From an optimization exercise on the open Yosys and OpenROAD flow, aimed at small area and a short achievable clock period; shortcuts taken in it are not production practice. RTL that was checked went through simulation tests only; none was proved equivalent to the original. Power is estimated from default activity; no workload was simulated.

lane 1:
==> flow/design.v <==
module arp_cache #(
  parameter int DEPTH     = 16,
  parameter int AGE_W     = 8,
  parameter int AGE_LIMIT = 200,
  parameter int TICK_DIV  = 16
) (
  input  logic                     i_clk,
  input  logic                     i_rst,
  input  logic                     i_upd_valid,
  input  logic [31:0]              i_upd_ip,
  input  logic [47:0]              i_upd_mac,
  input  logic                     i_seek_valid,
  input  logic [31:0]              i_seek_ip,
  input  logic                     i_flush,
  output logic                     o_seek_valid,
  output logic                     o_seek_hit,
  output logic [47:0]              o_seek_mac,
  output logic [$clog2(DEPTH):0]   o_count
);
  localparam int IDX_W = $clog2(DEPTH);
  localparam int TCK_W = $clog2(TICK_DIV);
  logic flush;
  assign flush = i_flush;
  logic [31:0]      tbl_ip  [DEPTH];
  logic [47:0]      tbl_mac [DEPTH];
  logic [AGE_W-1:0] tbl_exp [DEPTH];
  logic [DEPTH-1:0] tbl_valid;
  logic             s1_valid, s1_byp;
  logic [DEPTH-1:0] s1_m, last_wsel;
  logic [31:0]      s1_ip;
  logic [47:0]      s1_mac;
  logic [TCK_W-1:0] tick_cnt;
  logic [AGE_W-1:0] gtick;
  logic [IDX_W-1:0] victim;
  logic [2:0]       grp_cnt [4];
  logic             tick, upd_acc, bypass, s1_hit, any_free, adv, seek_hit_c;
  logic [AGE_W-1:0] exp_new;
  logic [DEPTH-1:0] wsel, expire, keep, upd_m, seek_m, vnext, free_oh, vict_oh;
  logic [2:0]       keep_cnt [4];
  logic [3:0]       grp_add;
  logic [47:0]      seek_mac_c;   
  logic [47:0]      seek_mac_n;   
  logic [IDX_W:0]   cnt_c;
  assign tick    = &tick_cnt;
  assign upd_acc = i_upd_valid && (i_upd_ip != 32'd0) && !flush;
  assign bypass  = s1_valid && (s1_ip == i_upd_ip);
  assign exp_new = gtick + AGE_W'(AGE_LIMIT - 1) + AGE_W'(tick);
  always_comb begin
    s1_hit   = s1_byp | (|s1_m);
    any_free = ~&tbl_valid;
    for (int i = 0; i < DEPTH; i++) begin
      free_oh[i] = ~tbl_valid[i];
      for (int j = 0; j < i; j++) free_oh[i] = free_oh[i] & tbl_valid[j];
      vict_oh[i] = (victim == IDX_W'(i));
      wsel[i]    = s1_valid & (s1_m[i] | (s1_byp & last_wsel[i])
                              | (~s1_hit & (any_free ? free_oh[i] : vict_oh[i])));
    end
    adv = s1_valid & ~s1_hit & ~any_free;
  end
  always_comb begin
    for (int i = 0; i < DEPTH; i++) begin
      expire[i] = tick & tbl_valid[i] & (tbl_exp[i] == gtick);
      upd_m[i]  = tbl_valid[i] & (tbl_ip[i] == i_upd_ip);
      seek_m[i] = i_seek_valid & tbl_valid[i] & (tbl_ip[i] == i_seek_ip);
      keep[i]   = tbl_valid[i] & ~expire[i];
      vnext[i]  = wsel[i] | keep[i];
    end
  end
  always_comb begin
    seek_hit_c = |seek_m;
    seek_mac_c = '0;
    for (int i = 0; i < DEPTH; i++)
      seek_mac_c = seek_mac_c | ({48{seek_m[i]}} & ~tbl_mac[i]);
  end
  always_comb begin
    for (int g = 0; g < 4; g++) begin
      keep_cnt[g] = 3'(keep[4*g]) + 3'(keep[4*g+1]) + 3'(keep[4*g+2]) + 3'(keep[4*g+3]);
      grp_add[g]  = |(wsel[4*g +: 4] & ~keep[4*g +: 4]);
    end
  end
  always_comb begin
    cnt_c = '0;
    for (int g = 0; g < 4; g++) cnt_c = cnt_c + (IDX_W + 1)'(grp_cnt[g]);
  end
  always_ff @(posedge i_clk or posedge i_rst) begin
    if (i_rst) s1_valid <= 1'b0;
    else       s1_valid <= upd_acc;
  end
  always_ff @(posedge i_clk) begin
    s1_byp    <= bypass;
    s1_m      <= upd_m;
    last_wsel <= wsel;
    s1_ip  <= i_upd_ip;
    s1_mac <= i_upd_mac;
  end
  for (genvar i = 0; i < DEPTH; i++) begin : g_ent
    always_ff @(posedge i_clk) begin
      if (wsel[i]) begin
        tbl_ip[i]  <= s1_ip;
        tbl_mac[i] <= s1_mac;
        tbl_exp[i] <= exp_new;
      end
    end
  end
  always_ff @(posedge i_clk or posedge i_rst) begin
    if (i_rst) begin
      tbl_valid <= '0;
      for (int g = 0; g < 4; g++) grp_cnt[g] <= '0;
    end else if (flush) begin
      tbl_valid <= '0;
      for (int g = 0; g < 4; g++) grp_cnt[g] <= '0;
    end else begin
      tbl_valid <= vnext;
      for (int g = 0; g < 4; g++)
        grp_cnt[g] <= grp_add[g] ? keep_cnt[g] + 3'd1 : keep_cnt[g];
    end
  end
  always_ff @(posedge i_clk or posedge i_rst) begin
    if (i_rst) begin
      victim       <= '0;
      tick_cnt     <= '0;
      gtick        <= '0;
      o_seek_valid <= 1'b0;
      o_seek_hit   <= 1'b0;
      seek_mac_n   <= '0;
      o_count      <= '0;
    end else begin
      if (flush)
        victim <= '0;
      else if (adv)
        victim <= victim + IDX_W'(1);
      tick_cnt     <= tick_cnt + TCK_W'(1);
      if (tick) gtick <= gtick + AGE_W'(1);
      o_seek_valid <= i_seek_valid;
      o_seek_hit   <= seek_hit_c;
      seek_mac_n   <= seek_mac_c;
      o_count      <= cnt_c;
    end
  end
  assign o_seek_mac = ~seek_mac_n;
endmodule
Settings: LEC_CHECK=0, CAP_MARGIN=20, CORE_MARGIN=2, CORE_UTILIZATION=60, CTS_BUF_LIST=sky130_fd_sc_hd__clkbuf_8 sky130_fd_sc_hd__clkbuf_16, CTS_CLUSTER_DIAMETER=80, CTS_CLUSTER_SIZE=20, SETUP_SLACK_MARGIN=3.0, SLEW_MARGIN=20; clock period 6.0 ns.
run.sh (not shown) runs the stock make flow with config.mk's settings and CLKGATE_MAP_FILE= SYNTH_SCRIPT=/design/flow/synth_recipe.tcl, a recipe that flattens the netlist after the stock synthesis.
Edits applied to the flow inputs when going from lane 1 to lane 2:
==> flow/design.v <==
module arp_cache #(
  parameter int DEPTH     = 16,
  parameter int AGE_W     = 8,
  parameter int AGE_LIMIT = 200,
  parameter int TICK_DIV  = 16
) (
  input  logic                     i_clk,
  input  logic                     i_rst,
  input  logic                     i_upd_valid,
  input  logic [31:0]              i_upd_ip,
  input  logic [47:0]              i_upd_mac,
  input  logic                     i_seek_valid,
  input  logic [31:0]              i_seek_ip,
  input  logic                     i_flush,
  output logic                     o_seek_valid,
  output logic                     o_seek_hit,
  output logic [47:0]              o_seek_mac,
  output logic [$clog2(DEPTH):0]   o_count
);
  localparam int IDX_W = $clog2(DEPTH);
  localparam int TCK_W = $clog2(TICK_DIV);
  logic flush;
  assign flush = i_flush;
  logic [31:0]      tbl_ip  [DEPTH];
  logic [47:0]      tbl_mac [DEPTH];
  logic [AGE_W-1:0] tbl_exp [DEPTH];
  logic [DEPTH-1:0] tbl_valid;
  logic             s1_valid;
  logic [DEPTH-1:0] s1_m;
  logic [31:0]      s1_ip;
  logic [47:0]      s1_mac;
  logic [TCK_W-1:0] tick_cnt;
  logic [AGE_W-1:0] gtick;
  logic [IDX_W-1:0] victim;
  logic [2:0]       grp_cnt [4];
  logic             tick, upd_acc, bypass, s1_hit, any_free, adv, seek_hit_c;
  logic [AGE_W-1:0] exp_new;
  logic [DEPTH-1:0] wsel, expire, keep, upd_m, seek_m, vnext, free_oh, vict_oh;
  logic [2:0]       keep_cnt [4];
  logic [3:0]       grp_add;
  logic [47:0]      seek_mac_c;
  logic [IDX_W:0]   cnt_c;
  assign tick    = &tick_cnt;
  assign upd_acc = i_upd_valid && (i_upd_ip != 32'd0) && !flush;
  assign bypass  = s1_valid && (s1_ip == i_upd_ip);
  assign exp_new = gtick + AGE_W'(AGE_LIMIT - 1) + AGE_W'(tick);
  always_comb begin
    s1_hit   = |s1_m;
    any_free = ~&tbl_valid;
    for (int i = 0; i < DEPTH; i++) begin
      free_oh[i] = ~tbl_valid[i];
      for (int j = 0; j < i; j++) free_oh[i] = free_oh[i] & tbl_valid[j];
      vict_oh[i] = (victim == IDX_W'(i));
      wsel[i]    = s1_valid & (s1_hit ? s1_m[i] : (any_free ? free_oh[i] : vict_oh[i]));
    end
    adv = s1_valid & ~s1_hit & ~any_free;
  end
  always_comb begin
    for (int i = 0; i < DEPTH; i++) begin
      expire[i] = tick & tbl_valid[i] & (tbl_exp[i] == gtick);
      upd_m[i]  = tbl_valid[i] & (tbl_ip[i] == i_upd_ip);
      seek_m[i] = tbl_valid[i] & (tbl_ip[i] == i_seek_ip);
      keep[i]   = tbl_valid[i] & ~expire[i];
      vnext[i]  = wsel[i] | keep[i];
    end
  end
  always_comb begin
    seek_hit_c = |seek_m;
    seek_mac_c = '0;
    for (int i = 0; i < DEPTH; i++)
      seek_mac_c = seek_mac_c | ({48{seek_m[i]}} & tbl_mac[i]);
  end
  always_comb begin
    for (int g = 0; g < 4; g++) begin
      keep_cnt[g] = 3'(keep[4*g]) + 3'(keep[4*g+1]) + 3'(keep[4*g+2]) + 3'(keep[4*g+3]);
      grp_add[g]  = |(wsel[4*g +: 4] & ~keep[4*g +: 4]);
    end
  end
  always_comb begin
    cnt_c = '0;
    for (int g = 0; g < 4; g++) cnt_c = cnt_c + (IDX_W + 1)'(grp_cnt[g]);
  end
  always_ff @(posedge i_clk or posedge i_rst) begin
    if (i_rst) s1_valid <= 1'b0;
    else       s1_valid <= upd_acc;
  end
  always_ff @(posedge i_clk) begin
    s1_m   <= bypass ? wsel : upd_m;
    s1_ip  <= i_upd_ip;
    s1_mac <= i_upd_mac;
  end
  for (genvar i = 0; i < DEPTH; i++) begin : g_ent
    always_ff @(posedge i_clk) begin
      if (wsel[i]) begin
        tbl_ip[i]  <= s1_ip;
        tbl_mac[i] <= s1_mac;
        tbl_exp[i] <= exp_new;
      end
    end
  end
  always_ff @(posedge i_clk or posedge i_rst) begin
    if (i_rst) begin
      tbl_valid <= '0;
      for (int g = 0; g < 4; g++) grp_cnt[g] <= '0;
    end else if (flush) begin
      tbl_valid <= '0;
      for (int g = 0; g < 4; g++) grp_cnt[g] <= '0;
    end else begin
      tbl_valid <= vnext;
      for (int g = 0; g < 4; g++)
        grp_cnt[g] <= grp_add[g] ? keep_cnt[g] + 3'd1 : keep_cnt[g];
    end
  end
  always_ff @(posedge i_clk or posedge i_rst) begin
    if (i_rst) begin
      victim       <= '0;
      tick_cnt     <= '0;
      gtick        <= '0;
      o_seek_valid <= 1'b0;
      o_seek_hit   <= 1'b0;
      o_seek_mac   <= '1;
      o_count      <= '0;
    end else begin
      if (flush)
        victim <= '0;
      else if (adv)
        victim <= victim + IDX_W'(1);
      tick_cnt     <= tick_cnt + TCK_W'(1);
      if (tick) gtick <= gtick + AGE_W'(1);
      o_seek_valid <= i_seek_valid;
      o_seek_hit   <= i_seek_valid && seek_hit_c;
      o_seek_mac   <= (i_seek_valid && seek_hit_c) ? seek_mac_c : '1;
      o_count      <= cnt_c;
    end
  end
endmodule
Results
- Higher total power goes to lane 1 over lane 2.
- Category of the critical setup timing path: input port to register -> lane 2, register to register -> lane 1
- Going from lane 1 to lane 2, clock buffer count in the final layout lost 3.1%; core utilization neither gained nor lost much; fraction of standard cell area in multi-input logic picked up an extra 1.1 points; post-CTS repair timing setup buffer count lost 17%; footprint of the multi-input gates picked up an extra about 6%.
- Between lane 2 and lane 1, the register share of the cell area is higher for lane 1.
No functional check of the RTL was part of lane 2.

## static timing again, ports no longer ideal
No port has a modelled driver above. Below, the same layouts with a new extraction and two added sets of constraints. Step 1, drivers: a clkbuf_16 drives i_clk and a buf_2 each remaining input, both assumed. Step 2 adds t to the input delays and takes it off the output delays; t is the mean of the earliest and latest rising clock arrival at the registers after step 1. Input paths then give back, and output paths get back, about the clock's delay inside the block. Three values: ideal ports, drivers, drivers and shift; two values: the first two.
run | shift t [ns] | slack for setup (ns) | slew at the worst register clock pin (ns) | worst data-port slew with drivers (ns)
lane 1 | 0.805 | 2.759 / 2.759 / 2.110 | 0.09 / 0.09 | 0.11
lane 2 | 0.812 | 2.789 / 2.816 / 2.004 | 0.10 / 0.10 | 0.07
After both steps setup and hold are still met in every run listed. The setup slack of lane 2, which loses most, moves by +0.027 ns with the drivers and by -0.785 ns with both steps.
